This is an optimization exercise on Yosys and OpenROAD, whose aim is small area, not a production implementation.
Only simulation tests tie the RTL to the original design; equivalence was not proved.
Power is estimated from default activity; no workload was simulated.

## job 101
// axis_register
module axis_register #(
    parameter int MODE           = 0,
    parameter int TREADY_RST_VAL = 0,
    parameter int ENABLE_TKEEP   = 1,
    parameter int ENABLE_TLAST   = 1,
    parameter int ENABLE_TID     = 0,
    parameter int ENABLE_TDEST   = 0,
    parameter int ENABLE_TUSER   = 1,
    parameter int TDATA_WIDTH    = 512,
    parameter int TID_WIDTH      = 8,
    parameter int TDEST_WIDTH    = 8,
    parameter int TUSER_WIDTH    = 1
) (
    input  logic                     clk,
    input  logic                     rst,
    output logic                     s_tready,
    input  logic                     s_tvalid,
    input  logic [TDATA_WIDTH-1:0]   s_tdata,
    input  logic [TDATA_WIDTH/8-1:0] s_tkeep,
    input  logic                     s_tlast,
    input  logic [TID_WIDTH-1:0]     s_tid,
    input  logic [TDEST_WIDTH-1:0]   s_tdest,
    input  logic [TUSER_WIDTH-1:0]   s_tuser,
    input  logic                     m_tready,
    output logic                     m_tvalid,
    output logic [TDATA_WIDTH-1:0]   m_tdata,
    output logic [TDATA_WIDTH/8-1:0] m_tkeep,
    output logic                     m_tlast,
    output logic [TID_WIDTH-1:0]     m_tid,
    output logic [TDEST_WIDTH-1:0]   m_tdest,
    output logic [TUSER_WIDTH-1:0]   m_tuser
);
    localparam int KW = TDATA_WIDTH / 8;
    localparam int PW = TDATA_WIDTH + KW + 1 + TID_WIDTH + TDEST_WIDTH + TUSER_WIDTH;
    logic [KW-1:0]          keep_in;
    logic                   last_in;
    logic [TID_WIDTH-1:0]   id_in;
    logic [TDEST_WIDTH-1:0] dest_in;
    logic [TUSER_WIDTH-1:0] user_in;
  ...
Size: about 1,200 I/O pins, roughly 0.036 mm² of cells after synthesis.
export LEC_CHECK = 0
export CAP_MARGIN = 20
export CORE_AREA = 5 5 295 295
export DIE_AREA = 0 0 300 300
export SLEW_MARGIN = 20
create_clock -name core_clock -period 3.0 [get_ports {clk}]
standard.sh (not shown) runs the stock make flow with config.mk's settings and CLKGATE_MAP_FILE= SYNTH_SCRIPT=/design/flow/synth_recipe.tcl, a recipe that flattens the netlist after the stock synthesis.
==> flow/flow/run.sh <==
#!/bin/bash
# The standard layout (standard.sh, standard synthesis unchanged) with these changes:
#  - port buffers made of the smallest buffer cell (buf_1);
#  - a clock tree of small leaf buffers (clkbuf_4) over clusters of up to 10 sinks (60 um across),
#    clkbuf_8 inside the tree and a clkbuf_16 root, without dummy loads;
#  - power recovery after global route, which downsizes cells that have slack.
# Each tool's full output goes to its own log under orfs/logs/; make's output to flow_make.log.
set -euo pipefail
bash standard.sh \
  "PLACE_PINS_ARGS=-min_distance 1 -min_distance_in_tracks" \
  "BUFFER_PORTS_ARGS=-buffer_cell sky130_fd_sc_hd__buf_1" \
  "CTS_ARGS=-sink_clustering_enable -repair_clock_nets -dont_use_dummy_load -sink_clustering_size 10 -sink_clustering_max_diameter 60 -root_buf sky130_fd_sc_hd__clkbuf_16 -tree_buf sky130_fd_sc_hd__clkbuf_8 -sink_clustering_buffer sky130_fd_sc_hd__clkbuf_4 -buf_list {sky130_fd_sc_hd__clkbuf_4 sky130_fd_sc_hd__clkbuf_8 sky130_fd_sc_hd__clkbuf_16}" \
  RECOVER_POWER=100 \
  finish > flow_make.log 2>&1
Job 101: PASS, flow complete, no timing, DRC or antenna violations
Setup changes, job 101 to job 102
- an added GPL_ROUTABILITY_DRIVEN of 0
- an added GPL_TIMING_DRIVEN of 0
--- a/flow/flow/run.sh
+++ b/flow/flow/run.sh
@@ -4 +4 @@
-#  - a clock tree of small leaf buffers (clkbuf_4) over clusters of up to 10 sinks (60 um across),
+#  - a clock tree of small leaf buffers (clkbuf_4) over clusters of up to 10 sinks,
@@ -12 +12 @@
-  "CTS_ARGS=-sink_clustering_enable -repair_clock_nets -dont_use_dummy_load -sink_clustering_size 10 -sink_clustering_max_diameter 60 -root_buf sky130_fd_sc_hd__clkbuf_16 -tree_buf sky130_fd_sc_hd__clkbuf_8 -sink_clustering_buffer sky130_fd_sc_hd__clkbuf_4 -buf_list {sky130_fd_sc_hd__clkbuf_4 sky130_fd_sc_hd__clkbuf_8 sky130_fd_sc_hd__clkbuf_16}" \
+  "CTS_ARGS=-sink_clustering_enable -repair_clock_nets -dont_use_dummy_load -sink_clustering_size 10 -sink_clustering_max_diameter 40 -root_buf sky130_fd_sc_hd__clkbuf_16 -tree_buf sky130_fd_sc_hd__clkbuf_8 -sink_clustering_buffer sky130_fd_sc_hd__clkbuf_4 -buf_list {sky130_fd_sc_hd__clkbuf_4 sky130_fd_sc_hd__clkbuf_8 sky130_fd_sc_hd__clkbuf_16}" \
==> summary.txt <==
- Taking job 101 as the reference, in job 102 number of antenna diodes now sits higher; global-route wire length before repair now sits higher; final standard cell count with taps included and fillers excluded climbed 78; instance area after placement climbed 410 µm²; worst hold-check slack fell by 0.0056 ns.
- For job 102, the endpoint of the most critical setup path was g_skid.out_q[369]$_DFFE_PP_, unlike job 101, where it was g_skid.out_q[283]$_DFFE_PP_.
- Compared with job 101, in job 102 total routing usage reported by global routing +0.62 points; layout-stage area growth over the synthesis result +1.7 points; portion of the clock cycle consumed by the worst path in the final layout -5.5 points.
Here is what was changed in the inputs of job 103 compared with job 102.
- GPL_ROUTABILITY_DRIVEN no longer set, was 0
- GPL_TIMING_DRIVEN no longer set, was 0
Notes after the runs:
Timing, DRC, antenna: 0 failures across job 103 and job 102. Per the comparison of job 103 with job 102, switching share of power held steady, power density relative to cell area grew by 5.8 mW/mm², hold slack shrank by 0.020 ns, sum of met2 wire segment lengths after detailed routing grew by 0.74%, cell count shrank by about 1.3%. Final critical-path share of the clock period: higher on job 103. Total power: job 103 below job 102.

The RTL this note starts from:
==> flow/design.v <==
module axis_register #(
    parameter int MODE           = 0,
    parameter int TREADY_RST_VAL = 0,
    parameter int ENABLE_TKEEP   = 1,
    parameter int ENABLE_TLAST   = 1,
    parameter int ENABLE_TID     = 0,
    parameter int ENABLE_TDEST   = 0,
    parameter int ENABLE_TUSER   = 1,
    parameter int TDATA_WIDTH    = 512,
    parameter int TID_WIDTH      = 8,
    parameter int TDEST_WIDTH    = 8,
    parameter int TUSER_WIDTH    = 1
) (
    input  logic                     clk,
    input  logic                     rst,
    output logic                     s_tready,
    input  logic                     s_tvalid,
    input  logic [TDATA_WIDTH-1:0]   s_tdata,
    input  logic [TDATA_WIDTH/8-1:0] s_tkeep,
    input  logic                     s_tlast,
    input  logic [TID_WIDTH-1:0]     s_tid,
    input  logic [TDEST_WIDTH-1:0]   s_tdest,
    input  logic [TUSER_WIDTH-1:0]   s_tuser,
    input  logic                     m_tready,
    output logic                     m_tvalid,
    output logic [TDATA_WIDTH-1:0]   m_tdata,
    output logic [TDATA_WIDTH/8-1:0] m_tkeep,
    output logic                     m_tlast,
    output logic [TID_WIDTH-1:0]     m_tid,
    output logic [TDEST_WIDTH-1:0]   m_tdest,
    output logic [TUSER_WIDTH-1:0]   m_tuser
);
    localparam int KW = TDATA_WIDTH / 8;
    localparam int PW = TDATA_WIDTH + KW + 1 + TID_WIDTH + TDEST_WIDTH + TUSER_WIDTH;
    logic [KW-1:0]          keep_in;
    logic                   last_in;
    logic [TID_WIDTH-1:0]   id_in;
    logic [TDEST_WIDTH-1:0] dest_in;
    logic [TUSER_WIDTH-1:0] user_in;
    logic [PW-1:0]          s_payload;
    logic [PW-1:0]          m_payload;
    assign keep_in   = (ENABLE_TKEEP != 0) ? s_tkeep : '0;
    assign last_in   = (ENABLE_TLAST != 0) ? s_tlast : 1'b0;
    assign id_in     = (ENABLE_TID   != 0) ? s_tid   : '0;
    assign dest_in   = (ENABLE_TDEST != 0) ? s_tdest : '0;
    assign user_in   = (ENABLE_TUSER != 0) ? s_tuser : '0;
    assign s_payload = {s_tdata, keep_in, last_in, id_in, dest_in, user_in};
    logic [TID_WIDTH-1:0]   id_out;
    logic [TDEST_WIDTH-1:0] dest_out;
    assign {m_tdata, m_tkeep, m_tlast, id_out, dest_out, m_tuser} = m_payload;
    assign m_tid   = (ENABLE_TID   != 0) ? id_out   : '0;
    assign m_tdest = (ENABLE_TDEST != 0) ? dest_out : '0;
    if (MODE == 0) begin : g_skid
        logic          s_tready_q, s_tready_d;
        logic          m_tvalid_q, m_tvalid_d;
        logic [PW-1:0] out_q;
        logic [PW-1:0] skid_q;
        logic          accept;
        assign accept = s_tvalid && s_tready_q;
        assign m_tvalid_d = accept || (m_tvalid_q && (!m_tready || !s_tready_q));
        assign s_tready_d = !m_tvalid_q || m_tready || (s_tready_q && !s_tvalid);
        always_ff @(posedge clk or posedge rst) begin
            if (rst) begin
                s_tready_q <= (TREADY_RST_VAL != 0);
                m_tvalid_q <= 1'b0;
            end else begin
                s_tready_q <= s_tready_d;
                m_tvalid_q <= m_tvalid_d;
            end
        end
        always_ff @(posedge clk) begin
            if (!m_tvalid_q || m_tready) out_q <= s_tready_q ? s_payload : skid_q;
            if (s_tready_q)              skid_q <= s_payload;
        end
        assign s_tready  = s_tready_q;
        assign m_tvalid  = m_tvalid_q;
        assign m_payload = out_q;
    end else if (MODE == 1) begin : g_simple
        logic          s_tready_q, s_tready_d;
        logic          m_tvalid_q, m_tvalid_d;
        logic [PW-1:0] out_q, out_d;
        logic          accept;
        assign accept = s_tvalid && s_tready_q;
        always_ff @(posedge clk or posedge rst) begin
            if (rst) begin
                s_tready_q <= (TREADY_RST_VAL != 0);
                m_tvalid_q <= 1'b0;
                out_q      <= '0;
            end else begin
                s_tready_q <= s_tready_d;
                m_tvalid_q <= m_tvalid_d;
                out_q      <= out_d;
            end
        end
        always_comb begin
            m_tvalid_d = m_tvalid_q;
            out_d      = out_q;
            if (accept) begin
                m_tvalid_d = 1'b1;
                out_d      = s_payload;
            end else if (m_tready) begin
                m_tvalid_d = 1'b0;
            end
            s_tready_d = !m_tvalid_d;
        end
        assign s_tready  = s_tready_q;
        assign m_tvalid  = m_tvalid_q;
        assign m_payload = out_q;
    end else begin : g_bypass
        logic unused_clk_rst;
        assign unused_clk_rst = clk ^ rst;
        assign s_tready       = m_tready;
        assign m_tvalid       = s_tvalid;
        assign m_payload      = s_payload;
    end
endmodule
Settings: LEC_CHECK=0, CAP_MARGIN=20, CORE_AREA=5 5 255 255, DIE_AREA=0 0 260 260, PLACE_DENSITY=0.8, SLEW_MARGIN=20; clock period 3.0 ns.
==> flow/flow/run.sh <==
#!/bin/bash
set -euo pipefail
bash standard.sh \
  "PLACE_PINS_ARGS=-min_distance 1 -min_distance_in_tracks" \
  "BUFFER_PORTS_ARGS=-buffer_cell sky130_fd_sc_hd__buf_1" \
  "CTS_ARGS=-sink_clustering_enable -repair_clock_nets -dont_use_dummy_load -sink_clustering_size 10 -sink_clustering_max_diameter 40 -root_buf sky130_fd_sc_hd__clkbuf_16 -sink_clustering_buffer sky130_fd_sc_hd__clkbuf_4 -buf_list {sky130_fd_sc_hd__clkbuf_4 sky130_fd_sc_hd__clkbuf_8 sky130_fd_sc_hd__clkbuf_16}" \
  RECOVER_POWER=100 \
  finish > flow_make.log 2>&1
The first run completed without violations.
Next try:
==> flow/flow/run.sh (replaced) <==
#!/bin/bash
set -euo pipefail
bash standard.sh \
  "PLACE_PINS_ARGS=-min_distance 1 -min_distance_in_tracks" \
  "BUFFER_PORTS_ARGS=-buffer_cell sky130_fd_sc_hd__buf_1" \
  "CTS_ARGS=-sink_clustering_enable -repair_clock_nets -dont_use_dummy_load -sink_clustering_size 40 -sink_clustering_max_diameter 60 -root_buf sky130_fd_sc_hd__clkbuf_16 -tree_buf sky130_fd_sc_hd__clkbuf_8 -sink_clustering_buffer sky130_fd_sc_hd__clkbuf_16 -buf_list {sky130_fd_sc_hd__clkbuf_4 sky130_fd_sc_hd__clkbuf_8 sky130_fd_sc_hd__clkbuf_16}" \
  RECOVER_POWER=100 \
  finish > flow_make.log 2>&1
CORE_AREA = 5 5 295 295   (was 5 5 255 255)
DIE_AREA = 0 0 300 300   (was 0 0 260 260)
PLACE_DENSITY = unset   (was 0.8)
After rerunning: The changed run finished clean. Core utilization went down by 17 points. Hold slack is better by 42 ps. Die area rises by 33%. Cell area came out higher by 1.8%. Power climbs by about 5%. Clock skew is higher by 3.8 ps.
Next try:
==> flow/flow/run.sh (replaced) <==
#!/bin/bash
set -euo pipefail
bash standard.sh \
  "BUFFER_PORTS_ARGS=-buffer_cell sky130_fd_sc_hd__buf_1" \
  "CTS_ARGS=-sink_clustering_enable -repair_clock_nets -dont_use_dummy_load" \
  finish > flow_make.log 2>&1
CORE_AREA = 5 5 285 285   (was 5 5 295 295)
DIE_AREA = 0 0 290 290   (was 0 0 300 300)
Outcome: The changed run died in I/O pin placement (3_2_place_iop) (PPL-0024); synthesized cell count is unchanged; synthesized area does not change.
Next try:
==> flow/run.sh (new file) <==
#!/bin/bash
# synth_recipe.tcl (not shown) runs the flow's synth.tcl, then flattens the netlist and writes it again
# the make line also repeats each setting of config.mk as NAME=value (left out here)
make -C /OpenROAD-flow-scripts/flow DESIGN_CONFIG=/design/flow/config.mk WORK_HOME=/design/flow/orfs CLKGATE_MAP_FILE= SYNTH_SCRIPT=/design/flow/synth_recipe.tcl finish
CORE_AREA = 5 5 415 415   (was 5 5 285 285)
DIE_AREA = 0 0 420 420   (was 0 0 290 290)
removed: flow/flow/run.sh
removed: flow/standard.sh
- With this change the flow ran to the end with no violations
- synthesized area does not change
- synthesized cell count stays the same
Next try:
==> flow/flow/run.sh (new file) <==
#!/bin/bash
set -euo pipefail
bash standard.sh \
  "PLACE_PINS_ARGS=-min_distance 1 -min_distance_in_tracks" \
  "BUFFER_PORTS_ARGS=-buffer_cell sky130_fd_sc_hd__buf_1" \
  "CTS_ARGS=-sink_clustering_enable -repair_clock_nets -dont_use_dummy_load -sink_clustering_size 10 -sink_clustering_max_diameter 40 -root_buf sky130_fd_sc_hd__clkbuf_16 -sink_clustering_buffer sky130_fd_sc_hd__clkbuf_4 -buf_list {sky130_fd_sc_hd__clkbuf_4 sky130_fd_sc_hd__clkbuf_8 sky130_fd_sc_hd__clkbuf_16}" \
  RECOVER_POWER=100 \
  finish > flow_make.log 2>&1
==> flow/standard.sh (new file) <==
#!/bin/bash
# synth_recipe.tcl (not shown) runs the flow's synth.tcl, then flattens the netlist and writes it again
# the make line also repeats each setting of config.mk as NAME=value (left out here)
make -C /OpenROAD-flow-scripts/flow DESIGN_CONFIG=/design/flow/config.mk WORK_HOME=/design/flow/orfs CLKGATE_MAP_FILE= SYNTH_SCRIPT=/design/flow/synth_recipe.tcl "${@:-finish}"
CORE_AREA = 5 5 295 295   (was 5 5 415 415)
DIE_AREA = 0 0 300 300   (was 0 0 420 420)
removed: flow/run.sh
=>
- final cell count shrinks by 21%
- clock-buffer cell count shrinks by 16
- die area shrinks by 49%
- clock power shrinks by 48%
- maximum frequency shrinks by about 5%
- non-clock buffer count shrinks by 10
Next try:
==> flow/flow/run.sh (replaced) <==
#!/bin/bash
set -euo pipefail
bash standard.sh \
  "BUFFER_PORTS_ARGS=-buffer_cell sky130_fd_sc_hd__buf_1" \
  "CTS_ARGS=-sink_clustering_enable -repair_clock_nets -dont_use_dummy_load -sink_clustering_size 20 -sink_clustering_max_diameter 60 -buf_list {sky130_fd_sc_hd__clkbuf_8 sky130_fd_sc_hd__clkbuf_16}" \
  finish > flow_make.log 2>&1
CORE_AREA = 5 5 415 415   (was 5 5 295 295)
DIE_AREA = 0 0 420 420   (was 0 0 300 300)
Routed wire length came out higher by about 20%. Worst setup slack is better by 72 ps. Combinational power came out higher by 11%. Design area went up by 6.7%. Synthesized cell count does not change. Sequential share of layout area shrinks by 4.2 points. Total power came out higher by about 11%. Cell count rises by about 24%.

## re-timing with driven ports
The flow's constraints put no driver on any port. The routed layouts listed below were extracted and timed again, unchanged, in two steps. Step 1 assumes that a clkbuf_16 drives the clock port and a buf_2 every other input. Step 2 times the ports against the registers' clock, not the clock port: input delays grow and output delays shrink by t, the midpoint of the rising clock arrivals with the driver on. Three values: no drivers, after step 1, after step 2; two values: the first two.
run | shift t [ns] | setup WS [ns] | worst setup path after step 2 | clock arrival spread, ns | pins driven straight from the clock port
job 101 | 0.651 | 0.283 / 0.283 / -0.017 | input to register | 0.130 / 0.130 | 1
job 102 | 0.666 | 0.448 / 0.448 / 0.046 | input to register | 0.095 / 0.096 | 1
job 103 | 0.694 | 0.345 / 0.345 / -0.054 | input to register | 0.101 / 0.101 | 1
the first run of note 2 | 0.697 | 0.352 / 0.352 / -0.011 | input to register | 0.072 / 0.073 | 1
the second run of note 2 | 0.646 | 0.385 / 0.385 / 0.004 | input to register | 0.097 / 0.098 | 1
the fourth run of note 2 | 0.782 | 0.508 / 0.451 / 0.659 | input to register | 0.056 / 0.055 | 1
the fifth run of note 2 | 0.717 | 0.369 / 0.369 / -0.042 | input to register | 0.077 / 0.078 | 1
the sixth run of note 2 | 0.726 | 0.441 / 0.381 / 0.827 | input to register | 0.103 / 0.103 | 1
With both steps, setup timing fails in job 101, job 103, the first run of note 2 and the fifth run of note 2, where it was met with ideal ports. The setup slack of the fifth run of note 2, which loses most, moves by 0.000 ns with the drivers and by -0.411 ns with both steps.
